Context: an optimization exercise on an open-source flow, tuned for small area and a short achievable clock period. The choices shown serve that exercise and are no tape-out recipe. Only simulation tests tie the RTL to the original design; equivalence was not proved. Power figures rest on the tool's default switching activity, not on a simulated workload.

[flow/run.sh]
#!/bin/bash
# synth_recipe.tcl (not shown) runs the flow's synth.tcl, then flattens the netlist and writes it again
# the make line also repeats each setting of config.mk as NAME=value (left out here)
make -C /OpenROAD-flow-scripts/flow DESIGN_CONFIG=/design/flow/config.mk WORK_HOME=/design/flow/orfs CLKGATE_MAP_FILE= SYNTH_SCRIPT=/design/flow/synth_recipe.tcl finish
[flow/config.mk]
export PLATFORM = sky130hd
export DESIGN_NAME = debug_top
export DESIGN_NICKNAME = debug_top
export VERILOG_FILES = /design/flow/design.v
export SDC_FILE = /design/flow/constraint.sdc
export NUM_CORES = 4
export LEC_CHECK = 0
export CAP_MARGIN = 20
export CORE_MARGIN = 2
export CORE_UTILIZATION = 40
export SLEW_MARGIN = 20
[flow/constraint.sdc]
create_clock -name core_clock -period 5.5 [get_ports {clk}]
set_input_delay 1.1000 -clock core_clock [delete_from_list [all_inputs] [get_ports {clk}]]
set_output_delay 1.1000 -clock core_clock [all_outputs]
set_load 0.01 [all_outputs]
[flow/design.v]
package debug_pkg;
    localparam int xlen = 32;
    localparam int gpr_count = 32;
    localparam logic [7:0] cmdtype_access_reg = 8'd0;
    typedef logic [15:0] regno_t;
    localparam regno_t gpr_first = 16'h1000;
    localparam regno_t gpr_last  = 16'h101F;
    localparam regno_t csr_dcsr  = 16'h07B0;
    localparam regno_t csr_dpc   = 16'h07B1;
    localparam int dcsr_step_bit    = 2;
    localparam int dcsr_cause_lsb   = 6;
    localparam int dcsr_cause_msb   = 8;
    localparam int dcsr_ebreakm_bit = 15;
    localparam logic [xlen-1:0] dcsr_reset_val = 32'h4000_0000;
    localparam logic [xlen-1:0] gpr_reset_step = 32'h0101_0101;
    localparam logic [xlen-1:0] pc_incr        = 32'd4;
    typedef enum logic [1:0] {
        st_run,
        st_halted,
        st_resuming,
        st_abs_reg
    } seq_state_t;
    typedef enum logic [2:0] {
        cause_none    = 3'd0,
        cause_ebreak  = 3'd1,
        cause_trigger = 3'd2,
        cause_haltreq = 3'd3,
        cause_step    = 3'd4
    } cause_t;
    typedef struct packed {
        logic [7:0] cmdtype;
        logic       transfer;
        logic       write;
        regno_t     regno;
    } cmd_t;
    typedef struct packed {
        logic            halt_req;
        logic            resume_req;
        logic            exec;
        cmd_t            command;
        logic [xlen-1:0] data;
    } dm_req_t;
    typedef struct packed {
        logic            halted;
        logic            done;
        logic            exception;
        logic            haltresume;
        logic [xlen-1:0] data;
    } dm_rsp_t;
    typedef struct packed {
        seq_state_t state;
        logic       write_pc;
        logic       write_pc_ne;
        logic       abstract_done;
        logic       abstract_write;
    } ctrl_sig_t;
    typedef struct packed {
        logic [xlen-1:0] dcsr;
        logic [xlen-1:0] dpc;
    } csr_view_t;
    function automatic logic is_gpr(input regno_t regno);
        is_gpr = ((regno >= gpr_first) && (regno <= gpr_last));
    endfunction
    function automatic logic is_valid_csr(input regno_t regno);
        is_valid_csr = ((regno == csr_dcsr) || (regno == csr_dpc));
    endfunction
endpackage
`timescale 1ns/1ps
import debug_pkg::*;
module d_ctl (
    input  logic            clk,
    input  logic            rst_n,
    input  logic            eb,
    input  logic            trig,
    input  logic [debug_pkg::xlen-1:0] pc_reg,
    input  logic [debug_pkg::xlen-1:0] pc_next,
    input  debug_pkg::ctrl_sig_t       ctrl,
    input  debug_pkg::csr_view_t       csrs,
    input  debug_pkg::dm_req_t         dm_req,
    output logic            debug,
    output logic            halted,
    output logic            step_en,
    output logic            reg_error,
    output logic            done,
    output debug_pkg::cause_t          dcsr_cause,
    output logic [debug_pkg::xlen-1:0] dpc_in,
    output logic            dpc_write
);
    logic   running;
    logic   ctrl_halted;
    logic   ctrl_resuming;
    logic   ctrl_abs;
    logic   ebreak;
    logic   instruction_end;
    logic   trigger_cause;
    logic   ebreak_cause;
    logic   halt_cause;
    logic   step_cause;
    logic   halt_any;
    logic   debug_reg;
    logic   halted_reg;
    debug_pkg::cause_t cause_reg;
    debug_pkg::cause_t cause_next;
    logic   aar;
    assign running       = ctrl.state == st_run;
    assign ctrl_halted   = ctrl.state == st_halted;
    assign ctrl_resuming = ctrl.state == st_resuming;
    assign ctrl_abs      = ctrl.state == st_abs_reg;
    assign instruction_end = ctrl.write_pc;
    assign ebreak          = eb && ctrl.write_pc;
    assign trigger_cause = trig && running;
    assign ebreak_cause  = ebreak && csrs.dcsr[dcsr_ebreakm_bit];
    assign halt_cause    = dm_req.halt_req && running;
    assign step_cause    = step_en && instruction_end;
    assign halt_any      = trigger_cause || ebreak_cause || halt_cause || step_cause;
    always_ff @(posedge clk) begin
        if (!rst_n) begin
            debug_reg  <= 1'b0;
            halted_reg <= 1'b0;
        end else begin
            debug_reg  <= debug;
            halted_reg <= halted;
        end
    end
    assign debug  = (debug_reg || halt_any) && !dm_req.resume_req;
    assign halted = (halted_reg || (debug_reg && ctrl_halted)) && !ctrl_resuming;
    assign step_en   = csrs.dcsr[dcsr_step_bit];
    assign dpc_write = debug && !debug_reg;
    assign done      = ctrl.abstract_done;
    always_comb begin
        if (trigger_cause) begin
            cause_next = cause_trigger;
        end else if (ebreak_cause) begin
            cause_next = cause_ebreak;
        end else if (halt_cause) begin
            cause_next = cause_haltreq;
        end else if (step_cause) begin
            cause_next = cause_step;
        end else begin
            cause_next = cause_none;
        end
    end
    always_comb begin
        if (trigger_cause || ebreak_cause) begin
            dpc_in = pc_reg;
        end else if (halt_cause) begin
            dpc_in = ctrl.write_pc_ne ? pc_next : pc_reg;
        end else if (step_cause) begin
            dpc_in = pc_next;
        end else begin
            dpc_in = '0;
        end
    end
    always_ff @(posedge clk) begin
        if (!rst_n) begin
            cause_reg <= cause_none;
        end else if (dpc_write) begin
            cause_reg <= cause_next;
        end
    end
    assign dcsr_cause = cause_reg;
    assign aar = dm_req.command.cmdtype == cmdtype_access_reg;
    assign reg_error = aar && ctrl_abs && dm_req.command.transfer
                       && !(debug_pkg::is_gpr(dm_req.command.regno)
                            || debug_pkg::is_valid_csr(dm_req.command.regno));
endmodule
`timescale 1ns/1ps
import debug_pkg::*;
module debug_csrs (
    input  logic            clk,
    input  logic            rst_n,
    input  debug_pkg::cause_t          dcsr_cause,
    input  logic [debug_pkg::xlen-1:0] dpc_in,
    input  logic            dpc_write,
    input  logic            abs_csr_write,
    input  debug_pkg::regno_t          abs_regno,
    input  logic [debug_pkg::xlen-1:0] abs_data,
    output debug_pkg::csr_view_t       csrs
);
    logic            step_reg;
    logic            ebreakm_reg;
    logic [xlen-1:0] dpc_reg;
    logic            dcsr_sel;
    logic            dpc_sel;
    assign dcsr_sel = abs_csr_write && (abs_regno == csr_dcsr);
    assign dpc_sel  = abs_csr_write && (abs_regno == csr_dpc);
    always_ff @(posedge clk) begin
        if (!rst_n) begin
            step_reg    <= 1'b0;
            ebreakm_reg <= 1'b0;
        end else if (dcsr_sel) begin
            step_reg    <= abs_data[dcsr_step_bit];
            ebreakm_reg <= abs_data[dcsr_ebreakm_bit];
        end
    end
    always_ff @(posedge clk) begin
        if (dpc_write) begin
            dpc_reg <= dpc_in;
        end else if (dpc_sel) begin
            dpc_reg <= abs_data;
        end
    end
    always_comb begin
        csrs.dcsr                                 = dcsr_reset_val;
        csrs.dcsr[dcsr_step_bit]                  = step_reg;
        csrs.dcsr[dcsr_ebreakm_bit]               = ebreakm_reg;
        csrs.dcsr[dcsr_cause_msb:dcsr_cause_lsb]  = dcsr_cause;
        csrs.dpc                                  = dpc_reg;
    end
endmodule
`timescale 1ns/1ps
import debug_pkg::*;
module core_ctl_seq (
    input  logic            clk,
    input  logic            rst_n,
    input  logic            eb,
    input  logic            debug,
    input  debug_pkg::dm_req_t         dm_req,
    input  logic            reg_error,
    input  debug_pkg::csr_view_t       csrs,
    output debug_pkg::ctrl_sig_t       ctrl,
    output logic [debug_pkg::xlen-1:0] pc_reg,
    output logic [debug_pkg::xlen-1:0] pc_next,
    output logic            abs_csr_write,
    output debug_pkg::regno_t          abs_regno,
    output logic [debug_pkg::xlen-1:0] abs_data,
    output logic [debug_pkg::xlen-1:0] rd_data
);
    debug_pkg::seq_state_t      state;
    logic [xlen-1:0] gpr [gpr_count];
    logic            cmd_is_gpr;
    logic [4:0]      gpr_idx;
    logic            xfer_ok;
    assign cmd_is_gpr = debug_pkg::is_gpr(dm_req.command.regno);
    assign gpr_idx    = dm_req.command.regno[4:0];
    assign ctrl.state          = state;
    assign ctrl.write_pc       = state == st_run;
    assign ctrl.write_pc_ne    = ctrl.write_pc && !eb;
    assign ctrl.abstract_done  = state == st_abs_reg;
    assign ctrl.abstract_write = ctrl.abstract_done
                                 && (dm_req.command.cmdtype == cmdtype_access_reg)
                                 && dm_req.command.transfer && dm_req.command.write;
    assign xfer_ok       = ctrl.abstract_write && !reg_error;
    assign abs_csr_write = xfer_ok && !cmd_is_gpr;
    assign abs_regno     = dm_req.command.regno;
    assign abs_data      = dm_req.data;
    assign pc_next = pc_reg + pc_incr;
    always_ff @(posedge clk) begin
        if (!rst_n) begin
            state  <= st_run;
            pc_reg <= '0;
        end else begin
            case (state)
                st_run: begin
                    if (debug) begin
                        state <= st_halted;
                    end else begin
                        pc_reg <= pc_next;
                    end
                end
                st_halted: begin
                    if (dm_req.resume_req) begin
                        state <= st_resuming;
                    end else if (dm_req.exec) begin
                        state <= st_abs_reg;
                    end
                end
                st_abs_reg: begin
                    state <= st_halted;
                end
                default: begin
                    pc_reg <= csrs.dpc;
                    state  <= st_run;
                end
            endcase
        end
    end
    always_ff @(posedge clk) begin
        if (!rst_n) begin
            for (int i = 0; i < gpr_count; i++) begin
                gpr[i] <= xlen'(i) * gpr_reset_step;
            end
        end else if (xfer_ok && cmd_is_gpr && (gpr_idx != 5'd0)) begin
            gpr[gpr_idx] <= dm_req.data;
        end
    end
    always_comb begin
        if (cmd_is_gpr) begin
            rd_data = (gpr_idx == 5'd0) ? '0 : gpr[gpr_idx];
        end else if (dm_req.command.regno == csr_dcsr) begin
            rd_data = csrs.dcsr;
        end else if (dm_req.command.regno == csr_dpc) begin
            rd_data = csrs.dpc;
        end else begin
            rd_data = '0;
        end
    end
endmodule
`timescale 1ns/1ps
import debug_pkg::*;
module debug_top (
    input  logic            clk,
    input  logic            rst_n,
    input  logic [60:0]     dm_req,
    input  logic            trig,
    input  logic            eb,
    output logic [35:0]     dm_rsp,
    output logic            debug,
    output logic            halted,
    output logic            step_en,
    output logic [31:0]     pc
);
    debug_pkg::dm_req_t         dm_req_s;
    debug_pkg::dm_rsp_t         dm_rsp_s;
    debug_pkg::ctrl_sig_t       ctrl;
    debug_pkg::csr_view_t       csrs;
    logic [xlen-1:0] pc_reg;
    logic [xlen-1:0] pc_next;
    debug_pkg::cause_t          dcsr_cause;
    logic [xlen-1:0] dpc_in;
    logic            dpc_write;
    logic            reg_error;
    logic            done;
    logic            abs_csr_write;
    debug_pkg::regno_t          abs_regno;
    logic [xlen-1:0] abs_data;
    logic [xlen-1:0] rd_data;
    d_ctl u_ctl (
        .clk        (clk),
        .rst_n      (rst_n),
        .eb         (eb),
        .trig       (trig),
        .pc_reg     (pc_reg),
        .pc_next    (pc_next),
        .ctrl       (ctrl),
        .csrs       (csrs),
        .dm_req     (dm_req_s),
        .debug      (debug),
        .halted     (halted),
        .step_en    (step_en),
        .reg_error  (reg_error),
        .done       (done),
        .dcsr_cause (dcsr_cause),
        .dpc_in     (dpc_in),
        .dpc_write  (dpc_write)
    );
    debug_csrs u_csrs (
        .clk           (clk),
        .rst_n         (rst_n),
        .dcsr_cause    (dcsr_cause),
        .dpc_in        (dpc_in),
        .dpc_write     (dpc_write),
        .abs_csr_write (abs_csr_write),
        .abs_regno     (abs_regno),
        .abs_data      (abs_data),
        .csrs          (csrs)
    );
    core_ctl_seq u_seq (
        .clk           (clk),
        .rst_n         (rst_n),
        .eb            (eb),
        .debug         (debug),
        .dm_req        (dm_req_s),
        .reg_error     (reg_error),
        .csrs          (csrs),
        .ctrl          (ctrl),
        .pc_reg        (pc_reg),
        .pc_next       (pc_next),
        .abs_csr_write (abs_csr_write),
        .abs_regno     (abs_regno),
        .abs_data      (abs_data),
        .rd_data       (rd_data)
    );
    assign dm_req_s = dm_req;
    assign dm_rsp   = dm_rsp_s;
    assign pc       = pc_reg;
    assign dm_rsp_s.halted     = halted;
    assign dm_rsp_s.done       = done;
    assign dm_rsp_s.exception  = reg_error;
    assign dm_rsp_s.haltresume = 1'b0;
    assign dm_rsp_s.data       = rd_data;
endmodule
==> summary.txt <==
==> synthesized netlist by cell type, drive strengths merged (5+ instances only) <==
cell type,n
edfxtp,1056
nor2,659
mux2i,515
nand2,395
clkbuf,322
o22ai,261
and3,132
or3,132
a21oi,85
nor4,82
o21ai,76
buf,66
dfxtp,41
a21o,33
nand3,29
nor3,26
a31oi,24
nand2b,12
nand4,12
inv,10
nand4b,10
nor2b,10
or2,10
a221o,7
and2,7
nand4bb,7
or4,7
o21a,6
a2bb2oi,5
ha,5
==> routing by layer <==
layer,track usage,up-vias
met1,0.3951,18510
met2,0.4606,2728
met3,0.05291,459
met4,0.1261,0
met5,0,-
li1,-,15460
==> cell families (layout without fill, tap and decap cells) <==
logic type	Yosys count	in the layout	share of synthesized area
AO/OA/AOI/OAI	534	534	0.06644
other	1	40	0.00007520
buffers and inverters	400	584	0.03179
XOR/XNOR	4	4	0.0007027
AND/OR/NAND/NOR	1547	1547	0.1433
multiplexers	518	518	0.1041
adder cells (fa/ha/maj)	5	5	0.001255
flip-flops	1097	1097	0.6524
==> path summary, 6_finish.rpt <==
kind / end / slack [ps] / startpoint
setup / recovery: dm_rsp[8] / 170 / dm_req[34]
hold / removal: u_ctl.halted_reg / 510 / u_ctl.halted_reg
setup reg to reg: u_seq.gpr[30][30] / 1880 / u_seq.state[1]
hold reg to reg: u_ctl.halted_reg / 510 / u_ctl.halted_reg
==> power by group through the flow <==
stage / Sequential, mW / Combinational (mW) / Clock [mW]
5_1_grt: 9.81 / 2.65 / 7.91
3_5_place_dp: 9.94 / 2.48 / 0
2_1_floorplan: 9.88 / 1.35 / 0
4_1_cts: 9.77 / 2.49 / 7.62
6_report: 9.78 / 2.55 / 7.61
3_3_place_gp: 9.93 / 2.47 / 0
==> cell type report <==
class	count	area, µm²	share of cell area
Inverter	12	46.29	0.0007915
Multi-Input combinational cell	2641	16450	0.2813
Antenna cell	7	17.52	0.0002995
Timing Repair Buffer	377	3854	0.06589
Sequential cell	1097	32530	0.5562
Clock inverter	66	737.0	0.01260
Tap cell	1637	2048	0.03502
Clock buffer	129	2801	0.04790
==> stage by stage <==
stage / power (mW) / instances / hold slack [ps] / worst slack (ps)
after floorplan: 11.23 / 4138 / 432.0 / 153.1
after CTS: 19.89 / 5959 / 511.8 / 35.65
final: 19.94 / 5966 / 506.1 / 169.7
after detailed placement: 12.42 / 5764 / 493.5 / -156.1
after global placement: 12.40 / 5764 / 488.6 / -193.9
after global routing: 20.38 / 5963 / 520.0 / 178.4
==> worst max-delay path: stages <==
cell,delay (ps)
dlygate4sd2_1,370
buf_4,230
or4_2,650
buf_12,240
o22ai_1,210
nor4_1,80
a21oi_2,290
buf_4,200
a221o_1,250
clkdlybuf4s50_1,590
==> repair_timing <==
| action | in CTS | in global routing |
|---|---|---|
| pin swaps | 0 | 1 |
| gates resized for setup | 6 | 4 |
| endpoints found under the setup margin | 7 | 4 |
==> flow_summary.toml <==
[outcome]
status = "no timing/DRC/antenna violations"

[worst_hold_path]
worstHoldPathCells = 2
hp-class = "register to register"

[placement]
dp_hpwl_um = 112600
gp_congestion = 0.9007
port_buffers = 134
postPlaceCellArea_um2 = 54910

[route]
wl_met1_um = 70870
first_pass_iters = 8
met2WireLength_um = 86750
first_iter_violations = 5389
ant_nets = 0
highest_layer = "met4"
met3_length_um = 22730
via_per_inst = 6.228
avgRoutedWirePerCell_um = 31.70
vias = 37160
routed_wl_um = 189100
drc = 0

[timing]
fin_crit_ps = 5330
max_freq_mhz = 187.6
setup_viol = 0
setup_tns_ps = 0
relSlewSlack = 0.2498
worstMarginPinSlew_ps = 1119
rsz0062_at_grt = "no"
post-route-period-util = 0.9691
hold_viol_final = 0
drv_slew = 0
fin_skew_ps = 20.37

[setup_path]
crit_arrival_ps = 4230
crit_fanout = 32
rr_worst_depth = 9
startpoint_type = "input pin"
path_class = "input pin to primary output"
crit_required_ps = 4400
critPathCaptureType = "primary output"

[floorplanning]
row_count = 129
dieArea_um2 = 127500
initial_core_util = 0.4033
io-pin-count = 136
core-area_um2 = 123600
die_w_um = 357.1
die_height_um = 357.1

[yosys]
ys.flop_type = "edfxtp_1"
ys_seq_area_frac = 0.6524
synth_cells = 4106
ys_types = 70
syn_area_um2 = 49870
async_flop_share = 0
ys_seq_elements = 1097
syn_area_per_cell_um2 = 12.14
synth_edf_count = 1056
synth_top_area_frac = 0.6359
yosys_warnings = 3
synth_area_leaders = "edfxtp_1, mux2i_1, nor2_1"
synth_top_cell_by_area = "edfxtp_1"

[layout]
synthToLayoutAreaGrowth_pct = 17.29
utilization = 0.4731
final_common_cell = "edfxtp_1"
n_fill_cell = 11040
final_area_um2 = 58490
layout-drive-gt1-share = 0.1141
final_cell_mix = "edfxtp_1, nor2_1, mux2i_1"
largest_register_ffs = 1024
nNetsFinal = 4307

[clock_tree]
hold_buffers = 0
cts-root-buf = "clkbuf_16"
clkTransAtPathRegs_ps = 70
clock_latency_ps = 700
htree_num_levels = 3
cts_sinks = 1097
cts_setup_buffers = 0
cts_buffers = 108
clockBufferDepth = 3
cts_tree = "built"

[job]
drv_cap = 0

[pwr]
p_int_mw = 14.67
power_density_nw_per_um2 = 340.8
pwr-share-comb = 0.128
power_frac_seq = 0.491
ir_drop_v = 0.0004009
p_switching_mw = 5.270
leakagePower_nw = 19.97
switching_share = 0.2644
p_clk_frac = 0.381

[grt]
grt_max_degree = 105
grt_pass1_vias = 35310
grt_use_total = 0.2916
grt_pass1_wl_um = 264900
grt.overflow.total = 0
antenna_found_initial = 14

## re-timing with driven ports
The flow's constraints put no driver on any port. The routed layout listed below was extracted and timed again, unchanged, in two steps.
Step 1 (the two cells are an assumption about what drives the block):
set clk [get_ports {clk}]
set_driving_cell -lib_cell sky130_fd_sc_hd__clkbuf_16 $clk
set_driving_cell -lib_cell sky130_fd_sc_hd__buf_2 [delete_from_list [all_inputs] $clk]
Step 2, shift: input delay + t, output delay - t, t = (earliest + latest rising clock arrival at the registers) / 2. This alone moves slack from input paths to output paths.
Slacks: ideal ports / drivers / drivers and shift; pairs: ideal ports / drivers.
t (ns): 0.757
setup slack, ns: 0.170 / 0.142 / 0.142
worst setup path after step 2: input to output
clock arrival spread, ns: 0.028 / 0.028
worst slew at a driven data input, ns: 0.16
After both steps this run still meets setup and hold. The setup slack of this run moves by -0.028 ns with the drivers and by -0.028 ns with both steps.
